Source: an optimization exercise on an open RTL-to-GDS flow (aim: small area, a short achievable clock period and few clock cycles). Production flows keep margins and buffers that such runs may drop. Function was checked by simulation only, so behaviour that the tests miss may differ from the original. Power figures rest on the tool's default switching activity, not on a simulated workload.

Setup of onyx:
==> flow/design.v (excerpt) <==
module conv_top (
  input  wire logic                     clock,
  input  wire logic                     rst_n,
  input  wire logic                     go,
  output logic                          finish,
  output logic [conv_pkg::IMAGE_ADDR_W-1:0]       image_address,
  output logic                          image_enable,
  input  wire logic [conv_pkg::DATA_W-1:0]        image_data,
  output logic [conv_pkg::FILTER_ADDR_W-1:0]      filter_address,
  output logic                          filter_enable,
  input  wire logic [conv_pkg::DATA_W-1:0]        filter_data,
  output logic [conv_pkg::OUTPUT_ADDR_W-1:0]      output_address,
  output logic [conv_pkg::DATA_W-1:0]             output_data,
  output logic                          output_write
);
  logic                        running;
  logic                        tile_end;
  logic [conv_pkg::TILE_W-1:0] tile;
  logic                        mac_first;
  logic                        mac_keep_c;
  logic                        result_ready;
  logic [conv_pkg::DATA_W-1:0] filter_tap;
  logic [conv_pkg::DATA_W-1:0] result;
  window_sequencer u_sequencer (
    .clock          (clock),
    .rst_n          (rst_n),
    .go             (go),
    .running        (running),
    .tile_end       (tile_end),
    .tile           (tile),
    .image_address  (image_address),
    .image_enable   (image_enable),
    .filter_address (filter_address),
    .mac_first      (mac_first),
  ...
==> flow/config.mk <==
export PLATFORM = sky130hd
export DESIGN_NAME = conv_top
export DESIGN_NICKNAME = conv_top
export VERILOG_FILES = /design/flow/design.v
export SDC_FILE = /design/flow/constraint.sdc
export NUM_CORES = 4
export LEC_CHECK = 0
export CAP_MARGIN = 20
export CORE_MARGIN = 2
export CORE_UTILIZATION = 50
export SLEW_MARGIN = 20
export SYNTH_HIERARCHICAL = 1
==> flow/constraint.sdc <==
create_clock -name core_clock -period 11.0 [get_ports {clock}]
set_input_delay 2.2000 -clock core_clock [delete_from_list [all_inputs] [get_ports {clock}]]
set_output_delay 2.2000 -clock core_clock [all_outputs]
set_load 0.01 [all_outputs]
standard.sh (not shown) runs the stock make flow with config.mk's settings and CLKGATE_MAP_FILE= SYNTH_SCRIPT=/design/flow/synth_recipe.tcl, a recipe that flattens the netlist after the stock synthesis.
==> flow/flow/run.sh <==
#!/bin/bash
# Own layout flow: the standard ORFS flow (its standard synthesis
# included) with the settings in flow/params.sh: a setup-slack target for
# the timing repair, buf_2 port buffers and the clock tree options.
# ORFS writes each tool's log under orfs/logs; standard.log has the rest.
set -uo pipefail
source flow/params.sh
bash standard.sh > standard.log 2>&1
==> flow/flow/params.sh <==
export SETUP_SLACK_MARGIN=7.75
export BUFFER_PORTS_ARGS="-buffer_cell sky130_fd_sc_hd__buf_2"
export CTS_ARGS="-sink_clustering_enable -repair_clock_nets -dont_use_dummy_load -sink_clustering_size 30 -sink_clustering_max_diameter 150"
export SETUP_MOVE_SEQUENCE=sizeup,swap
The final layout from onyx, which completed every stage, passed the timing, design-rule and antenna checks at the end of the flow.
Testbench counts of onyx, summed over its fixed seeds: cycles 14,208.
Setup changes, onyx to fjord
==> flow/flow/params.sh <==
export SETUP_SLACK_MARGIN=7.8
export BUFFER_PORTS_ARGS="-buffer_cell sky130_fd_sc_hd__buf_2"
export CTS_ARGS="-sink_clustering_enable -repair_clock_nets -dont_use_dummy_load -sink_clustering_size 30 -sink_clustering_max_diameter 150"
export SETUP_MOVE_SEQUENCE=sizeup,swap
diff --git a/flow/config.mk b/flow/config.mk
--- a/flow/config.mk
+++ b/flow/config.mk
@@ -8,5 +8,5 @@
 export CAP_MARGIN = 20
 export CORE_MARGIN = 2
-export CORE_UTILIZATION = 50
+export CORE_UTILIZATION = 40
 export SLEW_MARGIN = 20
 export SYNTH_HIERARCHICAL = 1
onyx has higher number of signal-net buffers in the layout than fjord. Core utilization was lower in fjord than in onyx. When fjord is set beside onyx, its sequential fraction of total cell area turns out to be 0.61 points smaller. Est. power | fjord vs onyx | fjord higher. Status: fraction of power spent switching nets parity (onyx, fjord). Compared fjord vs onyx, and actual transition at the worst max-transition pin is down in fjord. fjord against onyx: global-route wire length before repair increased about 2.7%; design area shows an increase of 2.1%. Looking only at worst hold slack across all endpoints, and setting everything else aside, the higher value of onyx and fjord goes to fjord. Looking at global-route usage across onyx and fjord, the one that comes out lower is fjord. Setup clock skew after layout: fjord vs onyx up 0.018 ns.
Changes in sierra relative to fjord:
==> flow/flow/params.sh <==
export SETUP_SLACK_MARGIN=7.75
export BUFFER_PORTS_ARGS="-buffer_cell sky130_fd_sc_hd__buf_2"
export CTS_ARGS="-sink_clustering_enable -repair_clock_nets -dont_use_dummy_load -sink_clustering_size 30 -sink_clustering_max_diameter 150"
export SETUP_MOVE_SEQUENCE=sizeup,swap
diff --git a/flow/config.mk b/flow/config.mk
--- a/flow/config.mk
+++ b/flow/config.mk
@@ -8,5 +8,5 @@
 export CAP_MARGIN = 20
 export CORE_MARGIN = 2
-export CORE_UTILIZATION = 40
+export CORE_UTILIZATION = 65
 export SLEW_MARGIN = 20
 export SYNTH_HIERARCHICAL = 1
==> run notes <==
The register-to-register slack of fjord and that of sierra are within noise of each other.
fjord ended up with met5 as its highest signal layer in the routed design; sierra ended up with met4.
sierra vs. fjord: design area -3.5%; worst vdd rail ir drop +58%.
Delta (sierra minus fjord): data arrival time of the critical path was more or less identical; worst-case hold slack went down by 0.024 ns; worst-case setup margin in the final layout went down by 0.011 ns.
Changes observed in sierra relative to fjord: part of the power in the clock network rose by 0.2 points, placer congestion estimate up about 5.5%, total number of tap cells decreased about 40%.
For cedar, these inputs were changed with respect to sierra:
diff --git a/flow/config.mk b/flow/config.mk
--- a/flow/config.mk
+++ b/flow/config.mk
@@ -8,5 +8,5 @@
 export CAP_MARGIN = 20
 export CORE_MARGIN = 2
-export CORE_UTILIZATION = 65
+export CORE_UTILIZATION = 40
 export SLEW_MARGIN = 20
 export SYNTH_HIERARCHICAL = 1
==> run notes <==
Between cedar and sierra, the overall power after layout does not differ in any meaningful way. cedar: full flow OK, the timing, design-rule and antenna checks passed. The critical path depth of cedar exceeds that of sierra by 1. Comparing sierra with cedar, the combinational share of power came out essentially unchanged. cedar vs. sierra: final worst-path setup slack shrank by 0.0061 ns; all-layer global routing usage shrank by 8.5 points.
For ember, these inputs were changed with respect to cedar:
==> flow/run.sh (new file) <==
#!/bin/bash
# synth_recipe.tcl (not shown) runs the flow's synth.tcl, then flattens the netlist and writes it again
# the make line also repeats each setting of config.mk as NAME=value (left out here)
make -C /OpenROAD-flow-scripts/flow DESIGN_CONFIG=/design/flow/config.mk WORK_HOME=/design/flow/orfs CLKGATE_MAP_FILE= SYNTH_SCRIPT=/design/flow/synth_recipe.tcl finish
diff --git a/flow/config.mk b/flow/config.mk
--- a/flow/config.mk
+++ b/flow/config.mk
@@ -8,5 +8,8 @@
 export CAP_MARGIN = 20
 export CORE_MARGIN = 2
-export CORE_UTILIZATION = 40
+export CORE_UTILIZATION = 50
+export CTS_CLUSTER_DIAMETER = 150
+export CTS_CLUSTER_SIZE = 30
+export SETUP_SLACK_MARGIN = 5
 export SLEW_MARGIN = 20
 export SYNTH_HIERARCHICAL = 1
removed: flow/flow/run.sh
removed: flow/flow/params.sh
removed: flow/standard.sh
[summary]
Comparing cedar and ember, the higher fraction of area in registers is on cedar.
Delta (ember minus cedar): internal power summed over all cells now sits higher, cell area after layout now sits lower, minimum setup slack after placement now sits higher.
A beginning of the critical path of u_tile_mac.dn[6]$_DFF_P_ is what ember shows, while u_filter_cache.ring[8][1]$_DFF_P_ belongs to cedar.
Delta (ember minus cedar): power essentially unchanged, post-synthesis share of cell area spent on and, or, nand and nor gates was more or less identical.
ember: area occupied by multi-input gates lower than cedar
Fraction of area in non-clock buffers up 1.8 points in ember wrt cedar
cedar → ember: utilization shows an increase of 11 points, total vias in the final route shrank by about 0.36%, final worst slack shows a reduction of 0.54 ns.

-- afterwards: timing with drivers on the ports --
The results above use ideal ports. As a check the final layouts listed here were re-extracted and re-timed, cells and wires unchanged.
Step 1 (the two cells are an assumption about what drives the block):
set clk [get_ports {clock}]
set_driving_cell -lib_cell sky130_fd_sc_hd__clkbuf_16 $clk
set_driving_cell -lib_cell sky130_fd_sc_hd__buf_2 [delete_from_list [all_inputs] $clk]
Step 2 times the ports against the registers' clock, not the clock port: input delays grow and output delays shrink by t, the midpoint of the rising clock arrivals with the driver on.
a / b / c = ideal / step 1 / step 2; a / b = the first two.
run	t, ns	setup WS [ns]	worst setup path at the end	cell pins on the clock port's net
onyx	0.520	7.797 / 7.745 / 7.807	register to register	1
fjord	0.525	7.787 / 7.774 / 7.787	register to register	1
sierra	0.520	7.776 / 7.759 / 7.776	register to register	1
cedar	0.530	7.770 / 7.744 / 7.770	register to register	1
ember	0.530	7.226 / 7.226 / 7.226	register to register	1
After both steps every run listed still meets setup and hold.
